From an optimization exercise on the open Yosys and OpenROAD flow, aimed at small area, a short achievable clock period and few clock cycles per item; shortcuts taken in it are not production practice.
At most, simulation tests tie the RTL to the original design; equivalence was not proved.
Power and IR drop assume default switching activity.

v58:
// rgb_pixel_brightness_blend_unit
module rgb_pixel_brightness_blend_unit
(
    input  logic                i_clk,
    input  logic                i_rst_n,
    input  logic                i_cfg_we,
    input  logic [2:0]          i_cfg_index,
    input  logic [31:0]         i_cfg_data,
    input  logic                i_valid,
    output logic                o_stall,
    input  logic [1:0]          i_func,
    input  logic [31:0]         i_src_pixel,
    input  logic [31:0]         i_dst_pixel,
    output logic                o_valid,
    input  logic                i_stall,
    output logic [31:0]         o_out_pixel,
    output logic                o_write_enable
);
export LEC_CHECK = 0
export CAP_MARGIN = 20
export CORE_MARGIN = 2
export CORE_UTILIZATION = 40
export SLEW_MARGIN = 20
create_clock -name core_clock -period 11.0 [get_ports {i_clk}]
standard.sh (not shown) runs the stock make flow with config.mk's settings and CLKGATE_MAP_FILE= SYNTH_SCRIPT=/design/flow/synth_recipe.tcl, a recipe that flattens the netlist after the stock synthesis.
==> flow/flow/run.sh <==
#!/bin/bash
# Standard layout, with changes to how it is made (settings in flow/params.txt,
# one make variable per line, passed to the ORFS make command):
# - BUFFER_PORTS_ARGS: the port buffers that buffer_ports puts on every input
#   and output are buf_1 cells (which repair may resize).
set -euo pipefail
cp standard.sh standard_copy.log
mapfile -t PARAMS < flow/params.txt
bash standard.sh "${PARAMS[@]}" finish > flow_orfs.log 2>&1
==> flow/flow/params.txt <==
SETUP_SLACK_MARGIN=7.5
BUFFER_PORTS_ARGS=-buffer_cell sky130_fd_sc_hd__buf_1
Testbench counts of v58, summed over its fixed seeds: cycles 16,640, items 16,384.
### v58 -> v26
==> flow/flow/params.txt <==
SETUP_SLACK_MARGIN=7
BUFFER_PORTS_ARGS=-buffer_cell sky130_fd_sc_hd__buf_1
ABC_AREA=1
==> summary.txt <==
v58 has lower half-perimeter wire length of the detailed placement result than v26. Going from v58 to v26, the final-layout clock buffer total was found to have gone down by 5. Compare v26 and v58 | count of cell types in the netlist lower: v26. Higher logic gate share of total power goes to v26 over v58.
#### Input delta (v45 over v26)
==> flow/flow/params.txt <==
SETUP_SLACK_MARGIN=7
BUFFER_PORTS_ARGS=-buffer_cell sky130_fd_sc_hd__buf_1
CTS_BUF_LIST=sky130_fd_sc_hd__clkbuf_8
CTS_CLUSTER_SIZE=20
Findings:
- Each of the runs, namely v26 and v45, reached the end of the flow and came out clean.
- First-pass GRT wire length ends up lower on v45.
- Of v45 and v26, it is v45 that has the lower power.
- DRC violation total after the first TritonRoute iteration (lower): v45
- Diff v26 and v45: non-clock buffer count higher in v45
- Re minimum setup slack among reg-to-reg paths: v45 is 0.12 ns down on v26.
- Overall track demand over capacity in global routing: lower on v45
- Wire: v45 routes less than v26
### v45 -> v46
==> flow/flow/params.txt <==
SETUP_SLACK_MARGIN=7
BUFFER_PORTS_ARGS=-buffer_cell sky130_fd_sc_hd__buf_1
CORE_UTILIZATION=55
### Flow results
v46 closes out successfully: all stages finished, all timing, DRC and antenna checks passed.
Adder-cell share of the synthesized area: v46 vs v45 identical
Diff v46..v45 | sequential portion of the cell area | negligible
Utilization on v46 is up relative to v45.
### v46 -> v49
==> flow/flow/run.sh <==
#!/bin/bash
# Standard layout, with two changes to how it is made:
# - timing repair aims below the clock period: the repair steps try to leave
#   MARGIN ns of setup slack at the design's period;
# - the port buffers that buffer_ports inserts on every input and output are
#   buf_1 cells (which repair may resize) instead of its default choice.
set -euo pipefail
MARGIN=$(cat flow/margin.txt)
cp standard.sh standard_copy.log
bash standard.sh SETUP_SLACK_MARGIN=$MARGIN "BUFFER_PORTS_ARGS=-buffer_cell sky130_fd_sc_hd__buf_1" finish > flow_orfs.log 2>&1
==> flow/flow/margin.txt (new file) <==
7
removed: flow/flow/params.txt
==> summary.txt <==
Compared with v46, v49 shows largest net degree at the start of global routing that has gone up by more than 100%.
v49 vs. v46: proportion of cell area spent on the clock network has decreased, core utilization shrank by 16 points, total via count after detailed routing stayed essentially flat.

* * *

rgb_pixel_brightness_blend_unit again, from the RTL that the note above started with.
==> flow/config.mk <==
export PLATFORM = sky130hd
export DESIGN_NAME = rgb_pixel_brightness_blend_unit
export DESIGN_NICKNAME = rgb_pixel_brightness_blend_unit
export VERILOG_FILES = /design/flow/design.v
export SDC_FILE = /design/flow/constraint.sdc
export NUM_CORES = 4
export LEC_CHECK = 0
export CAP_MARGIN = 20
export CORE_MARGIN = 2
export CORE_UTILIZATION = 40
export SLEW_MARGIN = 20
==> flow/constraint.sdc <==
create_clock -name core_clock -period 11.0 [get_ports {i_clk}]
set_input_delay 2.2000 -clock core_clock [delete_from_list [all_inputs] [get_ports {i_clk}]]
set_output_delay 2.2000 -clock core_clock [all_outputs]
set_load 0.01 [all_outputs]
==> flow/flow/run.sh <==
#!/bin/bash
# Standard layout, with changes to how it is made (settings in flow/params.txt,
# one make variable per line, passed to the ORFS make command):
# - BUFFER_PORTS_ARGS: the port buffers that buffer_ports puts on every input
#   and output are buf_1 cells (which repair may resize).
set -euo pipefail
cp standard.sh standard_copy.log
mapfile -t PARAMS < flow/params.txt
bash standard.sh "${PARAMS[@]}" finish > flow_orfs.log 2>&1
==> flow/flow/params.txt <==
SETUP_SLACK_MARGIN=7.3
BUFFER_PORTS_ARGS=-buffer_cell sky130_fd_sc_hd__buf_1
ABC_AREA=1
Testbench counts at the start, summed over its fixed seeds: cycles 16,640, items 16,384.
==> next run, changes <==
==> flow/flow/params.txt (replaced) <==
SETUP_SLACK_MARGIN=7
BUFFER_PORTS_ARGS=-buffer_cell sky130_fd_sc_hd__buf_1
ABC_AREA=1
CORE_UTILIZATION=55
Effect: Clock power went down by about 3%; synthesized area does not change; via count went up by 2.5%; final area went down by 4.1%; count of clock-buffer cells in the layout went down by 5; core utilization went up by 15 points.

* * *

rgb_pixel_brightness_blend_unit, a different RTL version from the one above (not shown whole).
Size: ~24000 µm² of cells after synthesis.
==> flow/config.mk <==
export PLATFORM = sky130hd
export DESIGN_NAME = rgb_pixel_brightness_blend_unit
export DESIGN_NICKNAME = rgb_pixel_brightness_blend_unit
export VERILOG_FILES = /design/flow/design.v
export SDC_FILE = /design/flow/constraint.sdc
export NUM_CORES = 4
export LEC_CHECK = 0
export CAP_MARGIN = 20
export CORE_MARGIN = 2
export CORE_UTILIZATION = 40
export SLEW_MARGIN = 20
==> flow/constraint.sdc <==
create_clock -name core_clock -period 11.0 [get_ports {i_clk}]
set_input_delay 2.2000 -clock core_clock [delete_from_list [all_inputs] [get_ports {i_clk}]]
set_output_delay 2.2000 -clock core_clock [all_outputs]
set_load 0.01 [all_outputs]
run.sh (not shown) runs the stock make flow with config.mk's settings and CLKGATE_MAP_FILE= SYNTH_SCRIPT=/design/flow/synth_recipe.tcl, a recipe that flattens the netlist after the stock synthesis.
Stock flow here: none of the scripts above is used.
Rerun with:
==> flow/flow/run.sh (new file) <==
#!/bin/bash
# Standard layout, with timing repair aiming below the clock period: the
# repair steps try to leave MARGIN ns of setup slack at the design's period.
set -euo pipefail
MARGIN=$(cat flow/margin.txt)
cp standard.sh standard_copy.log
bash standard.sh SETUP_SLACK_MARGIN=$MARGIN finish > flow_orfs.log 2>&1
==> flow/flow/margin.txt (new file) <==
8.5
==> flow/standard.sh (new file) <==
#!/bin/bash
# synth_recipe.tcl (not shown) runs the flow's synth.tcl, then flattens the netlist and writes it again
# the make line also repeats each setting of config.mk as NAME=value (left out here)
make -C /OpenROAD-flow-scripts/flow DESIGN_CONFIG=/design/flow/config.mk WORK_HOME=/design/flow/orfs CLKGATE_MAP_FILE= SYNTH_SCRIPT=/design/flow/synth_recipe.tcl "${@:-finish}"
removed: flow/run.sh
Outcome: Via count rises by roughly a tenth; power rises by a quarter to a third; setup slack improves by 1100 ps; utilization rises by 10 points; final cell count rises by roughly a tenth; sequential cell count is unchanged; die area does not change; first-iteration DRC count rises by about a fifth.
No run of this note included a check of the RTL's function; only the layout flow was run.

## what the ideal ports hide
The flow's constraints put no driver on any port. The routed layouts listed below were extracted and timed again, unchanged, in two steps. Step 1 sets driving cells, clkbuf_16 on the clock port and buf_2 on the other inputs (assumed; they add their load-dependent delay and slew). Step 2 times the ports against the registers' clock, not the clock port: input delays grow and output delays shrink by t, the midpoint of the rising clock arrivals with the driver on. a / b / c = no drivers / after step 1 / after step 2; a / b = the first two.
run	t, ns	setup WS [ns]	hold slack, ns	worst data-port slew with drivers (ns)
v58	0.623	6.978 / 6.978 / 6.500	0.467 / 0.467 / 0.467	0.12
v26	0.609	7.092 / 7.092 / 6.633	0.449 / 0.449 / 0.449	0.12
v45	0.702	6.973 / 6.973 / 6.410	0.469 / 0.469 / 0.469	0.14
v46	0.609	6.976 / 6.976 / 6.501	0.466 / 0.466 / 0.466	0.10
v49	0.609	6.976 / 6.976 / 6.458	0.469 / 0.469 / 0.469	0.11
the first run of note 2	0.602	7.163 / 7.163 / 6.807	0.448 / 0.448 / 0.448	0.12
the second run of note 2	0.606	7.023 / 7.023 / 6.604	0.453 / 0.453 / 0.453	0.11
the first run of note 3	0.633	5.119 / 5.119 / 5.119	0.420 / 0.420 / 0.420	0.06
the second run of note 3	0.645	6.194 / 6.194 / 6.194	0.417 / 0.417 / 0.417	0.07
After both steps setup and hold are still met in every run listed. For v45, which loses most, drivers alone change the setup slack by 0.000 ns; drivers and shift together by -0.563 ns.
